This is an optimization exercise on Yosys and OpenROAD, whose aim is a short achievable clock period and few clock cycles, not a production implementation. Function was checked by simulation only, so behaviour that the tests miss may differ from the original. No activity file was given, so power comes from the tool's default toggle rates.

[flow/design.v]
package rv_pkg;
    localparam int XLEN       = 32;
    localparam int REG_ADDR_W = 5;
    localparam logic [6:0] OP_R_TYPE = 7'b0110011;
    localparam logic [6:0] OP_I_TYPE = 7'b0010011;
endpackage
`timescale 1ns/100ps
module register_file (
    input  logic        clk,
    input  logic        rst_n,
    input  logic        we,
    input  logic [4:0]  wa,
    input  logic [31:0] wd,
    input  logic [31:1] sel1,
    input  logic [31:1] sel2,
    output logic [31:0] rd1,
    output logic [31:0] rd2
);
    logic [31:0] regs [1:31];
    always_ff @(posedge clk or negedge rst_n) begin
        if (!rst_n) begin
            for (int i = 1; i < 32; i++) regs[i] <= '0;
        end else if (we) begin
            for (int i = 1; i < 32; i++)
                if (wa == 5'(i)) regs[i] <= wd;
        end
    end
    always_comb begin
        rd1 = '0;
        rd2 = '0;
        for (int i = 1; i < 32; i++) begin
            rd1 = rd1 | ({32{sel1[i]}} & regs[i]);
            rd2 = rd2 | ({32{sel2[i]}} & regs[i]);
        end
    end
endmodule
`timescale 1ns/100ps
module pipeline_control (
    input  logic        clk,
    input  logic        rst_n,
    input  logic [31:0] imem_insn,
    output logic [31:0] imem_addr,
    input  logic        d_we,
    input  logic [4:0]  d_rd,
    input  logic        e_we,
    input  logic [4:0]  e_rd,
    output logic        fd_we,
    output logic [4:0]  fd_rd,
    output logic [31:1] fd_sel1,
    output logic [31:1] fd_sel2,
    output logic        fd_rtype,
    output logic [31:0] fd_imm,
    output logic        fd_sub,
    output logic [7:0]  fd_op,
    output logic        fd_arith,
    output logic        fd_xfwd1,
    output logic        fd_xfwd2,
    output logic        fd_dfwd1,
    output logic        fd_dfwd2
);
    logic [31:0] pc_q;
    logic        is_r, is_i, we;
    logic [4:0]  rd, rs1, rs2;
    logic [2:0]  f3;
    logic [31:1] sel1, sel2;
    logic [7:0]  op;
    always_ff @(posedge clk or negedge rst_n) begin
        if (!rst_n) pc_q <= '0;
        else        pc_q <= pc_q + 32'd4;
    end
    assign imem_addr = pc_q;
    assign is_r = imem_insn[6:0] == rv_pkg::OP_R_TYPE;
    assign is_i = imem_insn[6:0] == rv_pkg::OP_I_TYPE;
    assign rd   = imem_insn[11:7];
    assign rs1  = imem_insn[19:15];
    assign rs2  = imem_insn[24:20];
    assign f3   = imem_insn[14:12];
    assign we   = (is_r || is_i) && (rd != 5'd0);
    always_comb begin
        for (int i = 1; i < 32; i++) begin
            sel1[i] = rs1 == 5'(i);
            sel2[i] = rs2 == 5'(i);
        end
        for (int i = 0; i < 8; i++) op[i] = f3 == 3'(i);
    end
    always_ff @(posedge clk or negedge rst_n) begin
        if (!rst_n) fd_we <= 1'b0;
        else        fd_we <= we;
    end
    always_ff @(posedge clk) begin
        fd_rd    <= rd;
        fd_sel1  <= sel1;
        fd_sel2  <= sel2;
        fd_rtype <= is_r;
        fd_imm   <= {{20{imem_insn[31]}}, imem_insn[31:20]};
        fd_sub   <= (is_r && imem_insn[30] && f3 == 3'b000) || f3 == 3'b010 || f3 == 3'b011;
        fd_op    <= op;
        fd_arith <= imem_insn[30];
        fd_xfwd1 <= d_we && d_rd == rs1;
        fd_xfwd2 <= is_r && d_we && d_rd == rs2;
        fd_dfwd1 <= e_we && e_rd == rs1;
        fd_dfwd2 <= e_we && e_rd == rs2;
    end
endmodule
`timescale 1ns/100ps
module decode_stage (
    input  logic        clk,
    input  logic        rst_n,
    input  logic        fd_we,
    input  logic [4:0]  fd_rd,
    input  logic        fd_rtype,
    input  logic [31:0] fd_imm,
    input  logic        fd_sub,
    input  logic [7:0]  fd_op,
    input  logic        fd_arith,
    input  logic        fd_xfwd1,
    input  logic        fd_xfwd2,
    input  logic        fd_dfwd1,
    input  logic        fd_dfwd2,
    input  logic [31:0] rf1,
    input  logic [31:0] rf2,
    input  logic [31:0] res,
    output logic        e_we,
    output logic [4:0]  e_rd,
    output logic [31:0] e_a,
    output logic [31:0] e_b,
    output logic        e_sub,
    output logic [7:0]  e_op,
    output logic        e_arith,
    output logic        e_fwd1,
    output logic        e_fwd2
);
    logic [31:0] a, b;
    assign a = fd_dfwd1 ? res : rf1;
    assign b = fd_rtype ? (fd_dfwd2 ? res : rf2) : fd_imm;
    always_ff @(posedge clk or negedge rst_n) begin
        if (!rst_n) e_we <= 1'b0;
        else        e_we <= fd_we;
    end
    always_ff @(posedge clk) begin
        e_rd    <= fd_rd;
        e_a     <= a;
        e_b     <= b ^ {32{fd_sub}};
        e_sub   <= fd_sub;
        e_op    <= fd_op;
        e_arith <= fd_arith;
        e_fwd1  <= fd_xfwd1;
        e_fwd2  <= fd_xfwd2;
    end
endmodule
`timescale 1ns/100ps
module execute_stage (
    input  logic        clk,
    input  logic        rst_n,
    input  logic        e_we,
    input  logic [4:0]  e_rd,
    input  logic [31:0] e_a,
    input  logic [31:0] e_b,
    input  logic        e_sub,
    input  logic [7:0]  e_op,
    input  logic        e_arith,
    input  logic        e_fwd1,
    input  logic        e_fwd2,
    output logic        r_we,
    output logic [4:0]  r_rd,
    output logic [31:0] r_data
);
    logic [31:0] a, b;
    logic [32:0] sum;
    logic        lt, ltu;
    logic [31:0] sll, sr;
    logic [31:0] result;
    assign a = e_fwd1 ? r_data : e_a;
    assign b = e_fwd2 ? (r_data ^ {32{e_sub}}) : e_b;
    assign sum = {1'b0, a} + {1'b0, b} + {32'd0, e_sub};
    assign lt  = (a[31] == b[31]) ? a[31] : sum[31];
    assign ltu = ~sum[32];
    assign sll = a << b[4:0];
    assign sr  = 32'($signed({e_arith & a[31], a}) >>> b[4:0]);
    always_comb begin
        result = ({32{e_op[0]}} & sum[31:0])
               | ({32{e_op[1]}} & sll)
               | ({32{e_op[2]}} & {31'd0, lt})
               | ({32{e_op[3]}} & {31'd0, ltu})
               | ({32{e_op[4]}} & (a ^ b))
               | ({32{e_op[5]}} & sr)
               | ({32{e_op[6]}} & (a | b))
               | ({32{e_op[7]}} & (a & b));
    end
    always_ff @(posedge clk or negedge rst_n) begin
        if (!rst_n) r_we <= 1'b0;
        else        r_we <= e_we;
    end
    always_ff @(posedge clk) begin
        r_rd   <= e_rd;
        r_data <= result;
    end
endmodule
`timescale 1ns/100ps
module retire_stage (
    input  logic        r_we,
    input  logic [4:0]  r_rd,
    input  logic [31:0] r_data,
    output logic        retire_we,
    output logic [4:0]  retire_rd,
    output logic [31:0] retire_data
);
    assign retire_we   = r_we;
    assign retire_rd   = r_rd;
    assign retire_data = r_data;
endmodule
`timescale 1ns/100ps
module rv_pipeline_top (
    input  logic        clk,
    input  logic        rst_n,
    input  logic [31:0] imem_insn,
    output logic [31:0] imem_addr,
    output logic        retire_we,
    output logic [4:0]  retire_rd,
    output logic [31:0] retire_data
);
    logic        fd_we, fd_rtype, fd_sub, fd_arith;
    logic        fd_xfwd1, fd_xfwd2, fd_dfwd1, fd_dfwd2;
    logic [4:0]  fd_rd;
    logic [31:1] fd_sel1, fd_sel2;
    logic [31:0] fd_imm;
    logic [7:0]  fd_op;
    logic [31:0] rf1, rf2;
    logic        e_we, e_sub, e_arith, e_fwd1, e_fwd2;
    logic [4:0]  e_rd;
    logic [31:0] e_a, e_b;
    logic [7:0]  e_op;
    logic        r_we;
    logic [4:0]  r_rd;
    logic [31:0] r_data;
    pipeline_control u_fetch (
        .clk       (clk),
        .rst_n     (rst_n),
        .imem_insn (imem_insn),
        .imem_addr (imem_addr),
        .d_we      (fd_we),
        .d_rd      (fd_rd),
        .e_we      (e_we),
        .e_rd      (e_rd),
        .fd_we     (fd_we),
        .fd_rd     (fd_rd),
        .fd_sel1   (fd_sel1),
        .fd_sel2   (fd_sel2),
        .fd_rtype  (fd_rtype),
        .fd_imm    (fd_imm),
        .fd_sub    (fd_sub),
        .fd_op     (fd_op),
        .fd_arith  (fd_arith),
        .fd_xfwd1  (fd_xfwd1),
        .fd_xfwd2  (fd_xfwd2),
        .fd_dfwd1  (fd_dfwd1),
        .fd_dfwd2  (fd_dfwd2)
    );
    register_file u_regfile (
        .clk   (clk),
        .rst_n (rst_n),
        .we    (r_we),
        .wa    (r_rd),
        .wd    (r_data),
        .sel1  (fd_sel1),
        .sel2  (fd_sel2),
        .rd1   (rf1),
        .rd2   (rf2)
    );
    decode_stage u_decode (
        .clk      (clk),
        .rst_n    (rst_n),
        .fd_we    (fd_we),
        .fd_rd    (fd_rd),
        .fd_rtype (fd_rtype),
        .fd_imm   (fd_imm),
        .fd_sub   (fd_sub),
        .fd_op    (fd_op),
        .fd_arith (fd_arith),
        .fd_xfwd1 (fd_xfwd1),
        .fd_xfwd2 (fd_xfwd2),
        .fd_dfwd1 (fd_dfwd1),
        .fd_dfwd2 (fd_dfwd2),
        .rf1      (rf1),
        .rf2      (rf2),
        .res      (r_data),
        .e_we     (e_we),
        .e_rd     (e_rd),
        .e_a      (e_a),
        .e_b      (e_b),
        .e_sub    (e_sub),
        .e_op     (e_op),
        .e_arith  (e_arith),
        .e_fwd1   (e_fwd1),
        .e_fwd2   (e_fwd2)
    );
    execute_stage u_execute (
        .clk     (clk),
        .rst_n   (rst_n),
        .e_we    (e_we),
        .e_rd    (e_rd),
        .e_a     (e_a),
        .e_b     (e_b),
        .e_sub   (e_sub),
        .e_op    (e_op),
        .e_arith (e_arith),
        .e_fwd1  (e_fwd1),
        .e_fwd2  (e_fwd2),
        .r_we    (r_we),
        .r_rd    (r_rd),
        .r_data  (r_data)
    );
    retire_stage u_retire (
        .r_we        (r_we),
        .r_rd        (r_rd),
        .r_data      (r_data),
        .retire_we   (retire_we),
        .retire_rd   (retire_rd),
        .retire_data (retire_data)
    );
endmodule
`timescale 1ns/100ps
module rv_alu_core (
    input  logic        clk,
    input  logic        rst_n,
    input  logic [31:0] imem_insn,
    output logic [31:0] imem_addr,
    output logic        retire_we,
    output logic [4:0]  retire_rd,
    output logic [31:0] retire_data
);
    rv_pipeline_top u_core (
        .clk         (clk),
        .rst_n       (rst_n),
        .imem_insn   (imem_insn),
        .imem_addr   (imem_addr),
        .retire_we   (retire_we),
        .retire_rd   (retire_rd),
        .retire_data (retire_data)
    );
endmodule
[flow/run.sh]
#!/bin/bash
# synth_recipe.tcl (not shown) runs the flow's synth.tcl, then flattens the netlist and writes it again
# the make line also repeats each setting of config.mk as NAME=value (left out here)
make -C /OpenROAD-flow-scripts/flow DESIGN_CONFIG=/design/flow/config.mk WORK_HOME=/design/flow/orfs CLKGATE_MAP_FILE= SYNTH_SCRIPT=/design/flow/synth_recipe.tcl finish
[flow/config.mk]
export PLATFORM = sky130hd
export DESIGN_NAME = rv_alu_core
export DESIGN_NICKNAME = rv_alu_core
export VERILOG_FILES = /design/flow/design.v
export SDC_FILE = /design/flow/constraint.sdc
export NUM_CORES = 4
export LEC_CHECK = 0
export CAP_MARGIN = 20
export CORE_MARGIN = 2
export CORE_UTILIZATION = 40
export SLEW_MARGIN = 20
[flow/constraint.sdc]
create_clock -name core_clock -period 5.5 [get_ports {clk}]
set_input_delay 1.1000 -clock core_clock [delete_from_list [all_inputs] [get_ports {clk}]]
set_output_delay 1.1000 -clock core_clock [all_outputs]
set_load 0.01 [all_outputs]
==> results.tsv, run 1 <==
metric	value	unit
result of the run	no timing/DRC/antenna violations	
number of synthesized flops with an enable pin	0	
CTS H-Tree Depth	4	
top library cells by usage in the layout, fill and taps aside	dfrtp_1 (1025), nand2_1 (636), o21ai_0 (557), mux2_2 (537), a22oi_1 (416)	
highest ir drop seen on vdd	0.340	mV
clock-pin slew on the worst setup and hold paths	70	ps
DR WL/cell	39.1	um
clock tree root buffer cell	clkbuf_16	
final hold vios	0	
Crit Path Max Fanout	60	
number of clock buffers inserted by TritonCTS	139	
sequential share of power	44.5	%
power density over the cells	305	nW/um^2
number of buffers inserted by port buffering	101	
via count	58600	
initial antenna violation count	17	
most instantiated flip-flop cell in the synthesis netlist	dfrtp_1	
post-synthesis cell count	6051	
io pins	104	
area of the die	157000	um^2
Setup Viol. Count Final	0	
global router's overall resource usage	39.2	%
HPWL after detailed placement	188000	um
floorplan core area	152000	um^2
most area-hungry cell type in the Yosys netlist	dfrtp_1	
measured slew at the worst slew-check pin	1410	ps
vias per cell	7.23	
final weighted congestion in routability-driven placement	1.03	
required time worst endpoint	6200	ps
via count of the first global-routing pass	55300	
fraction of registers with async set or reset after synthesis	82.9	%
later-pin clock latency in the skew report	820	ps
final standard cell count with taps included and fillers excluded	8105	
Gates resized, CTS repair	0	
switching share of power	27.7	%
Cell variety after synth	87	
most common library cell in the layout ignoring fill and taps	dfrtp_1	
Max transition margin	6.18	%
sequential element share of the synthesized area	48.6	%
unrepaired setup endpoints after global routing	false	
first-pass GRT wire length	437000	um
portion of synthesized cell area occupied by the leading cell type	41.7	%
maximum number of pins on one net before global-route repair	143	
top post-synthesis cells by area	dfrtp_1 (42%), mux2_2 (9.8%), dfxtp_1 (6.9%)	
Rows	143	
TritonCTS clock tree	done	
number of setup buffers added after CTS	0	
Placed Instances	7830	
clock sink total	1236	
setup TNS	0	ps
Area Growth Syn to Fin	13.4	%
worst path arrival time	5160	ps
kind of capture point of the worst setup path	flop	
proportion of power drawn by the clock network	46.1	%
launching element type of the critical path	flop	
internal portion of total power	15.4	mW
max frequency	0.224	GHz
Critical Setup Path Class	flop to flop	
RR Endpoint	u_core.u_execute.r_data[31]	
Worst Hold Class	input pin to asynchronous set/reset pin	
# hold bufs at CTS	0	
nets	6045	
x dimension of the die	396	um
Logic pwr share	9.4	%
overall routed net length	317000	um
power dissipated by switching net loads	5.90	mW
vertical extent of the die	396	um
Remaining Overflow, GRT	0	
number of flip-flops and latches in the synthesized netlist	1236	
maximum clock insertion buffer count	3	
Avg Inst Size Synth	10.2	um^2
Max Cap Violations	0	
standby leakage power	30.1	nW
combined area of all synthesized cells	61500	um^2
flop2flop setup slack	1040	ps
final critical-path required period	4460	ps
yosys synthesis warning count	5	
Starting Density	40.4	%
Initial DRT Pass Iterations	14	
worst reg-to-reg path cell count	11	
clk_skew	36.4	ps
share of the clock period used by the worst path	81.0	%
fill count	14300	
worst reg2reg startpoint	u_core.u_decode.e_fwd2	
final number of max-transition violations	0	
drc violations	0	
Iteration-0 DRC Markers	12100	
fraction of layout instances using a drive strength above 1	18.5	%
antenna violation net count after detailed routing	0	
[how the worst max path moves through the flow]
stage	depth (start not counted)	slack, ps	start	to
finish	11	1040	u_core.u_decode.e_fwd2	u_core.u_execute.r_data[31]
global route	12	760	u_core.u_decode.e_fwd1	u_core.u_execute.r_data[31]
CTS	11	1100	u_core.u_decode.e_fwd1	u_core.u_execute.r_data[31]
detailed placement	11	1110	u_core.u_decode.e_fwd1	u_core.u_execute.r_data[31]
global placement	12	1120	u_core.u_decode.e_fwd1	u_core.u_execute.r_data[31]
floorplan	16	1700	u_core.u_decode.e_fwd2	u_core.u_execute.r_data[30]
[registers in the layout (all words and copies together) (netlist names), 12 cells and up]
name	cells
u_core.u_fetch.fd_sel1	31
u_core.u_fetch.fd_sel2	31
u_core.u_regfile.regs	992
u_core.u_execute.r_data	32
u_core.u_fetch.fd_imm	12
u_core.u_decode.e_b	32
u_core.u_decode.e_a	32
u_core.u_fetch.pc_q	30
[stage by stage]
stage | hold WS [ps] | setup WS, ps | utilization [%] | cell area (um^2) | total power [mW]
global placement | 310 | 1120 | 42.6 | 64800 | 11.5
global route | 331 | 763 | 45.8 | 69700 | 21.7
detailed placement | 314 | 1110 | 42.6 | 64900 | 11.5
finish | 296 | 1040 | 45.8 | 69700 | 21.3
floorplan | 310 | 1700 | - | 61500 | 10.5
CTS | 311 | 1100 | 45.7 | 69600 | 21.2
[cells by family after synthesis]
logic type                 count (synthesis)  share of synthesized area [%]
AOI/OAI and AO/OA                       2033                           22.7
xor gates and xnor gates                 131                           1.88
adders and majority gates                 68                           1.41
buffers and inverters                    675                           4.29
DFF                                     1236                           48.6
muxes                                    640                           11.9
other                                      1                        0.00610
and+or+nand+nor                         1267                           9.25
[power by group through the flow]
stage               clock network (mW)  logic, mW  registers (mW)
detailed placement                   0       1.91            9.61
global route                      10.2       2.07            9.46
floorplan                            0       1.02            9.48
CTS                               9.82       1.91            9.44
finish                            9.82       2.00            9.47
global placement                     0       1.93            9.61
[final cells by class]
class                           instances  area (um^2)  share of cell area [%]
Clock inverter                         49          657                   0.942
Sequential cell                      1236        30000                    43.0
Multi-Input combinational cell       4141        29300                    42.0
Antenna cell                           17         42.5                  0.0610
Timing Repair Buffer                  312         2740                    3.92
Tap cell                             2030         2540                    3.64
Clock buffer                          207         4110                    5.89
Inverter                              113          424                   0.608
[cells in the mapped netlist (13+ instances only)]
library cell and count:
buf_2 29, a21oi_1 272, nand2b_1 14, a31oi_1 32, o211ai_1 20, a22oi_1 416, o21ai_0 557, xnor2_1 103
mux2_2 537, mux2i_1 77, and3_1 20, nor3_1 86, xor2_1 27, nand4_1 118, a221oi_1 282, nor2b_1 13
nand3_1 142, a22o_1 280, ha_1 66, dfrtp_1 1025, a21o_1 15, inv_1 104, a211oi_1 60, buf_1 45
dfxtp_1 211, or4_1 22, nor2_1 160, clkbuf_1 475, nand2_1 647
[worst max-delay path, stage by stage (launching register included)]
cell and delay (ps):
dfxtp_4 610, buf_4 620, nor2_1 100, a21oi_1 240, ha_1 330, and3_1 190
a221oi_1 750, nand2_1 300, o221ai_1 550, a21oi_1 240, mux2i_1 180, a21o_1 180
[per-layer routing]
layer,global-route usage (%),share of wire (%),vias to the layer above
met3,19.6,17,1742
met2,53.1,39,5739
met5,1.63,0.10,-
met1,49.8,37,28700
li1,-,-,22400
met4,23.1,7.6,20
Testbench counts, summed over its fixed seeds: cycles 25,310.
==> run 2, diff against run 1 <==
--- a/flow/design.v
+++ b/flow/design.v
@@ -114,6 +114,4 @@
     input  logic [7:0]  fd_op,
     input  logic        fd_arith,
-    input  logic        fd_xfwd1,
-    input  logic        fd_xfwd2,
     input  logic        fd_dfwd1,
     input  logic        fd_dfwd2,
@@ -121,17 +119,14 @@
     input  logic [31:0] rf2,
     input  logic [31:0] res,
+    output logic [31:0] d_a,
+    output logic [31:0] d_b,
     output logic        e_we,
     output logic [4:0]  e_rd,
-    output logic [31:0] e_a,
-    output logic [31:0] e_b,
     output logic        e_sub,
     output logic [7:0]  e_op,
-    output logic        e_arith,
-    output logic        e_fwd1,
-    output logic        e_fwd2
+    output logic        e_arith
 );
-    logic [31:0] a, b;
-    assign a = fd_dfwd1 ? res : rf1;
-    assign b = fd_rtype ? (fd_dfwd2 ? res : rf2) : fd_imm;
+    assign d_a = fd_dfwd1 ? res : rf1;
+    assign d_b = (fd_rtype ? (fd_dfwd2 ? res : rf2) : fd_imm) ^ {32{fd_sub}};
     always_ff @(posedge clk or negedge rst_n) begin
         if (!rst_n) e_we <= 1'b0;
@@ -140,11 +135,7 @@
     always_ff @(posedge clk) begin
         e_rd    <= fd_rd;
-        e_a     <= a;
-        e_b     <= b ^ {32{fd_sub}};
         e_sub   <= fd_sub;
         e_op    <= fd_op;
         e_arith <= fd_arith;
-        e_fwd1  <= fd_xfwd1;
-        e_fwd2  <= fd_xfwd2;
     end
 endmodule
@@ -153,13 +144,14 @@
     input  logic        clk,
     input  logic        rst_n,
+    input  logic [31:0] d_a,
+    input  logic [31:0] d_b,
+    input  logic        fd_xfwd1,
+    input  logic        fd_xfwd2,
+    input  logic        fd_sub,
     input  logic        e_we,
     input  logic [4:0]  e_rd,
-    input  logic [31:0] e_a,
-    input  logic [31:0] e_b,
     input  logic        e_sub,
     input  logic [7:0]  e_op,
     input  logic        e_arith,
-    input  logic        e_fwd1,
-    input  logic        e_fwd2,
     output logic        r_we,
     output logic [4:0]  r_rd,
@@ -171,7 +163,25 @@
     logic [31:0] sll, sr;
     logic [31:0] result;
-    assign a = e_fwd1 ? r_data : e_a;
-    assign b = e_fwd2 ? (r_data ^ {32{e_sub}}) : e_b;
-    assign sum = {1'b0, a} + {1'b0, b} + {32'd0, e_sub};
+    function automatic logic [32:0] ks_add(input logic [31:0] x, input logic [31:0] y,
+                                           input logic cin);
+        logic [31:0] p, g, gg, pp, gn, pn;
+        p  = x ^ y;
+        g  = x & y;
+        gg = g;
+        pp = p;
+        gg[0] = g[0] | (p[0] & cin);
+        for (int s = 1; s < 32; s = s * 2) begin
+            gn = gg;
+            pn = pp;
+            for (int i = s; i < 32; i++) begin
+                gn[i] = gg[i] | (pp[i] & gg[i-s]);
+                pn[i] = pp[i] & pp[i-s];
+            end
+            gg = gn;
+            pp = pn;
+        end
+        ks_add = {gg[31], p ^ {gg[30:0], cin}};
+    endfunction
+    assign sum = ks_add(a, b, e_sub);
     assign lt  = (a[31] == b[31]) ? a[31] : sum[31];
     assign ltu = ~sum[32];
@@ -188,4 +198,8 @@
                | ({32{e_op[7]}} & (a & b));
     end
+    always_ff @(posedge clk) begin
+        a <= fd_xfwd1 ? result : d_a;
+        b <= fd_xfwd2 ? (result ^ {32{fd_sub}}) : d_b;
+    end
     always_ff @(posedge clk or negedge rst_n) begin
         if (!rst_n) r_we <= 1'b0;
@@ -227,7 +241,7 @@
     logic [7:0]  fd_op;
     logic [31:0] rf1, rf2;
-    logic        e_we, e_sub, e_arith, e_fwd1, e_fwd2;
+    logic [31:0] d_a, d_b;
+    logic        e_we, e_sub, e_arith;
     logic [4:0]  e_rd;
-    logic [31:0] e_a, e_b;
     logic [7:0]  e_op;
     logic        r_we;
@@ -278,6 +292,4 @@
         .fd_op    (fd_op),
         .fd_arith (fd_arith),
-        .fd_xfwd1 (fd_xfwd1),
-        .fd_xfwd2 (fd_xfwd2),
         .fd_dfwd1 (fd_dfwd1),
         .fd_dfwd2 (fd_dfwd2),
@@ -285,29 +297,28 @@
         .rf2      (rf2),
         .res      (r_data),
+        .d_a      (d_a),
+        .d_b      (d_b),
         .e_we     (e_we),
         .e_rd     (e_rd),
-        .e_a      (e_a),
-        .e_b      (e_b),
         .e_sub    (e_sub),
         .e_op     (e_op),
-        .e_arith  (e_arith),
-        .e_fwd1   (e_fwd1),
-        .e_fwd2   (e_fwd2)
+        .e_arith  (e_arith)
     );
     execute_stage u_execute (
-        .clk     (clk),
-        .rst_n   (rst_n),
-        .e_we    (e_we),
-        .e_rd    (e_rd),
-        .e_a     (e_a),
-        .e_b     (e_b),
-        .e_sub   (e_sub),
-        .e_op    (e_op),
-        .e_arith (e_arith),
-        .e_fwd1  (e_fwd1),
-        .e_fwd2  (e_fwd2),
-        .r_we    (r_we),
-        .r_rd    (r_rd),
-        .r_data  (r_data)
+        .clk      (clk),
+        .rst_n    (rst_n),
+        .d_a      (d_a),
+        .d_b      (d_b),
+        .fd_xfwd1 (fd_xfwd1),
+        .fd_xfwd2 (fd_xfwd2),
+        .fd_sub   (fd_sub),
+        .e_we     (e_we),
+        .e_rd     (e_rd),
+        .e_sub    (e_sub),
+        .e_op     (e_op),
+        .e_arith  (e_arith),
+        .r_we     (r_we),
+        .r_rd     (r_rd),
+        .r_data   (r_data)
     );
     retire_stage u_retire (
--- a/flow/config.mk
+++ b/flow/config.mk
@@ -8,4 +8,6 @@
 export CAP_MARGIN = 20
 export CORE_MARGIN = 2
-export CORE_UTILIZATION = 40
+export CORE_UTILIZATION = 50
+export PLACE_DENSITY = 0.65
+export SETUP_SLACK_MARGIN = 3.2
 export SLEW_MARGIN = 20
==> results.tsv, run 2 <==
metric	value	unit	change
result of the run	no timing/DRC/antenna violations		
area of the die	127000	um^2	-19%
Critical Setup Path Class	flop to flop		
Area Growth Syn to Fin	23.3	%	
Placed Instances	6851		-13%
ranking of synthesized cells by instance count	dfrtp_1 (1025), mux2_2 (1017), a22oi_1 (435)		
max frequency	0.328	GHz	+46%
Iteration-0 DRC Markers	11600		-4.5%
number of clock buffers inserted by TritonCTS	138		-0.72%
CTS H-Tree Depth	4		unchanged
later-pin clock latency in the skew report	820	ps	about the same
TritonCTS clock tree	done		
number of flip-flops and latches in the synthesized netlist	1234		-0.16%
count of buffering cells on the critical path with inverters included	1		unchanged
HPWL after detailed placement	176000	um	-6.1%
sequential element share of the synthesized area	47.9	%	-0.61 points
clock tree root buffer cell	clkbuf_16		
top library cells by usage in the layout, fill and taps aside	dfrtp_1 (1021), mux2_2 (1010), a22oi_1 (435), buf_4 (363), a221oi_1 (268)		
first-pass GRT wire length	434000	um	-0.70%
launching element type of the critical path	flop		
via count of the first global-routing pass	55400		+0.31%
fraction of the core area covered by cells at the end of the flow	62.1	%	+16 points
cell with the most instances after synthesis	dfrtp_1		
final standard cell count with taps included and fillers excluded	7471		-7.8%
x dimension of the die	357	um	-9.9%
register area	30200	um^2	+0.92%
final weighted congestion in routability-driven placement	1.00		-2.4%
vertical extent of the die	357	um	-9.9%
worst path arrival time	3720	ps	-1440 ps
fraction of layout instances using a drive strength above 1	40.4	%	+22 points
Initial DRT Pass Iterations	13		-1
top post-synthesis cells by area	dfrtp_1 (41%), mux2_2 (18%), dfxtp_1 (6.7%)		
power density over the cells	279	nW/um^2	-8.6%
floorplan core area	124000	um^2	-19%
number of synthesized flops with an enable pin	0		unchanged
antenna violation net count after detailed routing	0		unchanged
crit path cell chain	fa_2 -> inv_2 -> fa_2 -> nor2b_4 -> o21ai_4 -> a21oi_4 -> o21bai_4 -> a21oi_4 -> o2111ai_2 -> a2111o_1 -> a41o_1 -> xnor2_1		
clk_skew	50.7	ps	+14.4 ps
measured slew at the worst slew-check pin	1270	ps	-136 ps
fill count	9747		-32%
Rows	129		-9.8%
most instantiated flip-flop cell in the synthesis netlist	dfrtp_1		
Setup Viol. Count Final	0		unchanged
maximum number of pins on one net before global-route repair	115		-20%
register with the highest flop count	u_core.u_regfile.regs		
Crit Path Max Fanout	3		-95%
number of flip-flops under the largest register name	992		unchanged
footprint of the multi-input gates	32300	um^2	+10%
Max Cap Violations	0		unchanged
most common library cell in the layout ignoring fill and taps	dfrtp_1		
final number of max-transition violations	0		unchanged
standby leakage power	34.4	nW	+14%
final hold vios	0		unchanged
maximum clock insertion buffer count	3		unchanged
Worst Hold Class	flop to flop		
most area-hungry cell type in the Yosys netlist	dfrtp_1		
setup TNS	0	ps	unchanged
io pins	104		unchanged
nets	5806		-4.0%
kind of capture point of the worst setup path	flop		
highest ir drop seen on vdd	0.362	mV	+6.2%
Remaining Overflow, GRT	0		unchanged
clock sink total	1234		-0.16%
Worst Hold Margin	319	ps	+22.6 ps
Avg Inst Size Synth	11.5	um^2	+13%
DR WL/cell	42.7	um	+9.3%
Max transition margin	15.2	%	+9.1 points
Cell variety after synth	86		-1.1%
portion of synthesized cell area occupied by the leading cell type	41.2	%	-0.47 points
drc violations	0		unchanged
overall routed net length	319000	um	+0.71%
required time worst endpoint	6170	ps	-30 ps
initial antenna violation count	27		+10
# hold bufs at CTS	0		unchanged
largest delay contributor family on the critical path	compound AO/OA/AOI/OAI gates		
Pwr Total	21.4	mW	+0.56%
combined area of all synthesized cells	62200	um^2	+1.1%
via count	59000		+0.66%
fraction of registers with async set or reset after synthesis	83.1	%	+0.13 points
post-synthesis cell count	5426		-10%
unrepaired setup endpoints after global routing	true		
yosys synthesis warning count	5		unchanged
share of the clock period used by the worst path	55.4	%	-26 points
clock-pin slew on the worst setup and hold paths	60	ps	about the same
number of buffers inserted by port buffering	101		unchanged
slowest cell delay on critical path	460	ps	-290 ps
vias per cell	7.90		+9.2%
global router's overall resource usage	48.6	%	+9.4 points
Critical Path Slowest Stage Cell	a2111o_1		
Starting Density	50.3	%	+9.9 points
final critical-path required period	3050	ps	-1410 ps
-- run 2: changes by cell type in the layout (fill, tap and decap cells not counted), sizes merged, moves of 23 or more --
cell,before,now
xnor2,104,60
o21ai,558,167
buf,212,573
mux2,539,1018
a21oi,277,175
a211oi,64,26
nand3,142,119
mux4,11,37
clkdlybuf4s50,100,32
nand2,647,183
o32ai,1,33
bufbuf,0,29
nor3,86,42
-- run 2: path summary, 6_finish.rpt --
path,slack (ps),end,depth (start not counted),start
max,2450,u_core.u_execute.b[24],12,u_core.u_execute.a[0]
min,320,u_core.u_decode.e_op[4],0,u_core.u_fetch.fd_op[4]
max reg2reg,2450,u_core.u_execute.b[24],12,u_core.u_execute.a[0]
min reg2reg,320,u_core.u_decode.e_op[4],0,u_core.u_fetch.fd_op[4]
max in group asynchronous,3890,u_core.u_regfile.regs[9][18],2,rst_n
min in group asynchronous,330,u_core.u_regfile.regs[12][5],1,rst_n
-- run 2: final cells by class --
| cell class | instances | share of cell area [%] |
|---|---|---|
| Multi-Input combinational cell | 3600 | 42.0 |
| Sequential cell | 1234 | 39.4 |
| Timing Repair Buffer | 637 | 9.25 |
| Clock buffer | 192 | 5.23 |
| Tap cell | 1637 | 2.67 |
| Clock inverter | 59 | 0.778 |
| Inverter | 88 | 0.504 |
| Timing Repair inverter | 5 | 0.0701 |
| Antenna cell | 19 | 0.0620 |
-- run 2: report_power, final --
part | internal (mW) | switching, mW
clock | 5.43 | 4.09
sequential | 9.19 | 0.234
combinational | 0.979 | 1.49
-- run 2: per-stage QoR --
| step | area (um^2) | setup slack (ps) |
|---|---|---|
| floorplan | 62600 | 2590 |
| global placement | 65400 | 1640 |
| detailed placement | 65500 | 1640 |
| CTS | 75200 | 2540 |
| global route | 76700 | 2420 |
| finish | 76700 | 2450 |
-- run 2: layer usage --
layer	wire, um	up-vias	GRT usage [%]
met5	742	-	2.78
met1	106000	29000	57.5
met2	123000	6105	65.1
met4	32800	42	35.2
met3	56700	2269	27.9
li1	-	21500	-
-- run 2: cells by family after synthesis --
logic type | synth area share [%]
other | 0.00603
xor gates and xnor gates | 1.31
buffers and inverters | 3.75
and+or+nand+nor | 6.40
DFF | 47.9
adders and majority gates | 1.39
muxes | 21.0
AOI/OAI and AO/OA | 18.2
-- run 2: repair_timing --
item                       in CTS  in global routing
gates cloned                   40                  3
setup buffers                 222                 85
gates resized for setup       926                170
pin swaps                      88                 59
setup endpoints to repair    1129                518
-- run 2: worst reg2reg max path, stage by stage (launching register included) --
cell       delay (ps)
dfxtp_4           400
fa_2              250
inv_2              50
fa_2              380
nor2b_4           160
o21ai_4            80
a21oi_4           290
o21bai_4          120
a21oi_4           250
o2111ai_2         150
a2111o_1          460
a41o_1            230
xnor2_1           120
Testbench counts of run 2, summed over its fixed seeds: cycles 25,310.
==> run 3, diff against run 2 <==
--- a/flow/design.v
+++ b/flow/design.v
@@ -9,6 +9,5 @@
     input  logic        clk,
     input  logic        rst_n,
-    input  logic        we,
-    input  logic [4:0]  wa,
+    input  logic [31:1] wen,
     input  logic [31:0] wd,
     input  logic [31:1] sel1,
@@ -21,7 +20,7 @@
         if (!rst_n) begin
             for (int i = 1; i < 32; i++) regs[i] <= '0;
-        end else if (we) begin
+        end else begin
             for (int i = 1; i < 32; i++)
-                if (wa == 5'(i)) regs[i] <= wd;
+                if (wen[i]) regs[i] <= wd;
         end
     end
@@ -156,38 +155,20 @@
     output logic        r_we,
     output logic [4:0]  r_rd,
-    output logic [31:0] r_data
+    output logic [31:0] r_data,
+    output logic [31:1] w_en,
+    output logic [31:0] w_data
 );
     logic [31:0] a, b;
-    logic [32:0] sum;
+    logic [31:0] sum;
     logic        lt, ltu;
     logic [31:0] sll, sr;
     logic [31:0] result;
-    function automatic logic [32:0] ks_add(input logic [31:0] x, input logic [31:0] y,
-                                           input logic cin);
-        logic [31:0] p, g, gg, pp, gn, pn;
-        p  = x ^ y;
-        g  = x & y;
-        gg = g;
-        pp = p;
-        gg[0] = g[0] | (p[0] & cin);
-        for (int s = 1; s < 32; s = s * 2) begin
-            gn = gg;
-            pn = pp;
-            for (int i = s; i < 32; i++) begin
-                gn[i] = gg[i] | (pp[i] & gg[i-s]);
-                pn[i] = pp[i] & pp[i-s];
-            end
-            gg = gn;
-            pp = pn;
-        end
-        ks_add = {gg[31], p ^ {gg[30:0], cin}};
-    endfunction
-    assign sum = ks_add(a, b, e_sub);
+    assign sum = a + b + {31'd0, e_sub};
     assign lt  = (a[31] == b[31]) ? a[31] : sum[31];
-    assign ltu = ~sum[32];
+    assign ltu = (a[31] == b[31]) ? ~b[31] : sum[31];
     assign sll = a << b[4:0];
     assign sr  = 32'($signed({e_arith & a[31], a}) >>> b[4:0]);
     always_comb begin
-        result = ({32{e_op[0]}} & sum[31:0])
+        result = ({32{e_op[0]}} & sum)
                | ({32{e_op[1]}} & sll)
                | ({32{e_op[2]}} & {31'd0, lt})
@@ -203,10 +184,16 @@
     end
     always_ff @(posedge clk or negedge rst_n) begin
-        if (!rst_n) r_we <= 1'b0;
-        else        r_we <= e_we;
+        if (!rst_n) begin
+            r_we <= 1'b0;
+            w_en <= '0;
+        end else begin
+            r_we <= e_we;
+            for (int i = 1; i < 32; i++) w_en[i] <= e_we && e_rd == 5'(i);
+        end
     end
     always_ff @(posedge clk) begin
         r_rd   <= e_rd;
         r_data <= result;
+        w_data <= result & {32{e_we}};
     end
 endmodule
@@ -248,4 +235,6 @@
     logic [4:0]  r_rd;
     logic [31:0] r_data;
+    logic [31:1] w_en;
+    logic [31:0] w_data;
     pipeline_control u_fetch (
         .clk       (clk),
@@ -274,7 +263,6 @@
         .clk   (clk),
         .rst_n (rst_n),
-        .we    (r_we),
-        .wa    (r_rd),
-        .wd    (r_data),
+        .wen   (w_en),
+        .wd    (w_data),
         .sel1  (fd_sel1),
         .sel2  (fd_sel2),
@@ -296,5 +284,5 @@
         .rf1      (rf1),
         .rf2      (rf2),
-        .res      (r_data),
+        .res      (w_data),
         .d_a      (d_a),
         .d_b      (d_b),
@@ -320,5 +308,7 @@
         .r_we     (r_we),
         .r_rd     (r_rd),
-        .r_data   (r_data)
+        .r_data   (r_data),
+        .w_en     (w_en),
+        .w_data   (w_data)
     );
     retire_stage u_retire (
==> results.tsv, run 3 <==
metric	value	unit	change
maximum clock insertion buffer count	3		unchanged
Avg Inst Size Synth	11.7	um^2	+2.2%
slowest cell delay on critical path	570	ps	+110 ps
clock sink total	1297		+5.1%
sequential element share of the synthesized area	48.7	%	+0.75 points
register with the highest flop count	u_core.u_regfile.regs		
Cell variety after synth	86		unchanged
most area-hungry cell type in the Yosys netlist	dfrtp_1		
DR WL/cell	41.6	um	-2.5%
final worst-path setup slack	2430	ps	-27.3 ps
ranking of synthesized cells by instance count	dfrtp_1 (1056), mux2_2 (1002), a22oi_1 (412)		
nets	5668		-2.4%
number of buffers inserted by port buffering	101		unchanged
share of the clock period used by the worst path	55.9	%	+0.50 points
fill count	10300		+5.4%
maximum number of pins on one net before global-route repair	139		+21%
top library cells by usage in the layout, fill and taps aside	dfrtp_1 (1020), mux2_2 (1000), a22oi_1 (411), buf_4 (311), a221oi_1 (279)		
worst reg-to-reg path cell count	8		-4
clock tree root buffer cell	clkbuf_16		
standby leakage power	33.5	nW	-2.6%
io pins	104		unchanged
final number of max-transition violations	0		unchanged
Critical Setup Path Class	flop to flop		
result of the run	no timing/DRC/antenna violations		
Starting Density	50.3	%	about the same
most common library cell in the layout ignoring fill and taps	dfrtp_1		
portion of synthesized cell area occupied by the leading cell type	41.2	%	-0.043 points
Crit Path Max Fanout	5		+2
first-pass GRT wire length	422000	um	-2.7%
power density over the cells	280	nW/um^2	+0.30%
max frequency	0.325	GHz	-0.89%
initial antenna violation count	16		-41%
number of synthesized flops with an enable pin	0		unchanged
fraction of registers with async set or reset after synthesis	81.4	%	-1.6 points
Placement Setup Slack	1800	ps	+166 ps
required time worst endpoint	6180	ps	about the same
top post-synthesis cells by area	dfrtp_1 (41%), mux2_2 (18%), dfxtp_1 (7.5%)		
clock-pin slew on the worst setup and hold paths	70	ps	about the same
Max Cap Violations	0		unchanged
most instantiated flip-flop cell in the synthesis netlist	dfrtp_1		
number of flip-flops and latches in the synthesized netlist	1297		+5.1%
Remaining Overflow, GRT	0		unchanged
drc violations	0		unchanged
Max transition margin	8.57	%	-6.7 points
number of clock buffers inserted by TritonCTS	141		+2.2%
unrepaired setup endpoints after global routing	true		
CTS H-Tree Depth	4		unchanged
final weighted congestion in routability-driven placement	1.01		+1.1%
later-pin clock latency in the skew report	830	ps	about the same
Critical Path Slowest Stage Cell	o211ai_1		
measured slew at the worst slew-check pin	1370	ps	+99.9 ps
number of flip-flops under the largest register name	992		unchanged
Iteration-0 DRC Markers	12200		+5.7%
global router's overall resource usage	45.5	%	-3.2 points
antenna violation net count after detailed routing	0		unchanged
combined area of all synthesized cells	64200	um^2	+3.1%
largest delay contributor family on the critical path	compound AO/OA/AOI/OAI gates		
Worst Hold Class	input pin to asynchronous set/reset pin		
post-synthesis cell count	5475		+0.90%
Setup Viol. Count Final	0		unchanged
highest ir drop seen on vdd	0.308	mV	-15%
area of the die	131000	um^2	+3.1%
final hold vios	0		unchanged
fraction of layout instances using a drive strength above 1	39.5	%	-0.98 points
number of gates on the worst path with buffers counted	8		-4
via count of the first global-routing pass	54900		-0.90%
TritonCTS clock tree	done		
Area Growth Syn to Fin	18.1	%	
via count	57900		-1.9%
count of buffering cells on the critical path with inverters included	2		+1
Initial DRT Pass Iterations	13		unchanged
cell with the most instances after synthesis	dfrtp_1		
launching element type of the critical path	flop		
x dimension of the die	362	um	+1.5%
final critical-path required period	3070	ps	+27.3 ps
floorplan core area	128000	um^2	+3.1%
clk_skew	30.9	ps	-19.8 ps
crit path cell chain	buf_12 -> mux4_2 -> buf_6 -> mux4_2 -> o211ai_1 -> o2111ai_4 -> a21oi_2 -> xnor2_1		
yosys synthesis warning count	5		unchanged
vertical extent of the die	362	um	+1.5%
vias per cell	7.86		-0.42%
Rows	131		+1.6%
setup TNS	0	ps	unchanged
Most Frequent Cell on Critical Path	mux4_2		
HPWL after detailed placement	173000	um	-2.0%
overall routed net length	306000	um	-3.9%
worst path arrival time	3750	ps	+30 ps
kind of capture point of the worst setup path	flop		
-- run 3: layout make-up --
| type | count | area (um^2) | share of cell area [%] |
|---|---|---|---|
| Antenna cell | 14 | 35.0 | 0.0462 |
| Inverter | 87 | 363 | 0.479 |
| Multi-Input combinational cell | 3546 | 32300 | 42.7 |
| Clock buffer | 212 | 4220 | 5.57 |
| Tap cell | 1662 | 2080 | 2.74 |
| Clock inverter | 46 | 586 | 0.773 |
| Sequential cell | 1297 | 31600 | 41.7 |
| Timing Repair inverter | 1 | 8.76 | 0.0116 |
| Timing Repair Buffer | 492 | 4520 | 5.96 |
-- run 3: cells by family after synthesis --
group | count (synthesis) | share of synthesized area (%)
xor gates and xnor gates | 89 | 1.21
AOI/OAI and AO/OA | 1477 | 17.6
other | 1 | 0.00584
DFF | 1297 | 48.7
and+or+nand+nor | 777 | 6.10
adders and majority gates | 68 | 1.35
muxes | 1133 | 21.2
buffers and inverters | 633 | 3.83
-- run 3: final timing paths --
kind	startpoint	end	slack, ps
worst max-delay path	u_core.u_execute.b[0]	u_core.u_execute.b[4]	2430
worst min-delay path	rst_n	u_core.u_execute.w_en[20]	290
worst max register to register	u_core.u_execute.b[0]	u_core.u_execute.b[4]	2430
worst min register to register	u_core.u_fetch.fd_op[6]	u_core.u_decode.e_op[6]	330
max in group asynchronous	rst_n	u_core.u_fetch.pc_q[2]	3860
min in group core_clock	u_core.u_fetch.fd_op[6]	u_core.u_decode.e_op[6]	330
-- run 3: metrics by stage --
stage	area, um^2	hold slack, ps	utilization (%)	std cells	total power, mW
2_1_floorplan	64600	310	-	5476	10.4
3_3_place_gp	67200	310	52.7	6895	11.0
3_5_place_dp	67200	312	52.7	6895	11.0
4_1_cts	74500	325	58.4	7292	21.0
5_1_grt	75700	329	59.4	7343	21.6
6_report	75800	292	59.4	7357	21.2
-- run 3: per-layer routing --
metal / track usage (%) / up-vias / part of all wire (%)
met1: 55.5 / 28400 / 34
met4: 32.1 / 26 / 9.5
met3: 23.8 / 2098 / 17
li1: - / 21300 / -
met2: 61.1 / 6097 / 39
met5: 1.59 / - / 0.14
-- run 3: power by group --
group	switching (mW)	internal (mW)
clock	4.20	5.76
sequential	0.182	9.58
combinational	0.932	0.538
total	5.31	15.9
-- run 3: worst reg2reg max path: cells and delay by family (launching register included) --
| family | cells | cell delay, ps |
|---|---|---|
| compound gates | 3 | 1120 |
| flops | 1 | 450 |
| buf+inv | 2 | 330 |
| mux | 2 | 990 |
| xor+xnor | 1 | 70 |
-- run 3: repair_timing --
item / in CTS / in global routing
resized for setup: 704 / 185
endpoints found under the setup margin: 196 / 200
hold buffers: 0 / 0
cloned: 4 / 1
setup buffers: 135 / 50
pin swaps: 94 / 83
Testbench counts of run 3, summed over its fixed seeds: cycles 25,310.

==> static timing again, ports no longer ideal <==
How much do the figures lean on ideal ports? The routed layouts below were timed once more, with nothing changed but the port constraints. Step 1, drivers: a clkbuf_16 drives clk and a buf_2 each remaining input, both assumed. Step 2 adds t to the input delays and takes it off the output delays; t is the mean of the earliest and latest rising clock arrival at the registers after step 1. Input paths then give back, and output paths get back, about the clock's delay inside the block. Three values: ideal ports, drivers, drivers and shift; two values: the first two.
run | shift t [ns] | slack for setup (ns) | worst setup path at the end
run 1 | 0.881 | 1.044 / 1.044 / 1.044 | register to register
run 2 | 0.877 | 2.454 / 2.454 / 2.454 | register to register
run 3 | 0.886 | 2.426 / 2.426 / 2.426 | register to register
After both steps every run listed still meets setup and hold.
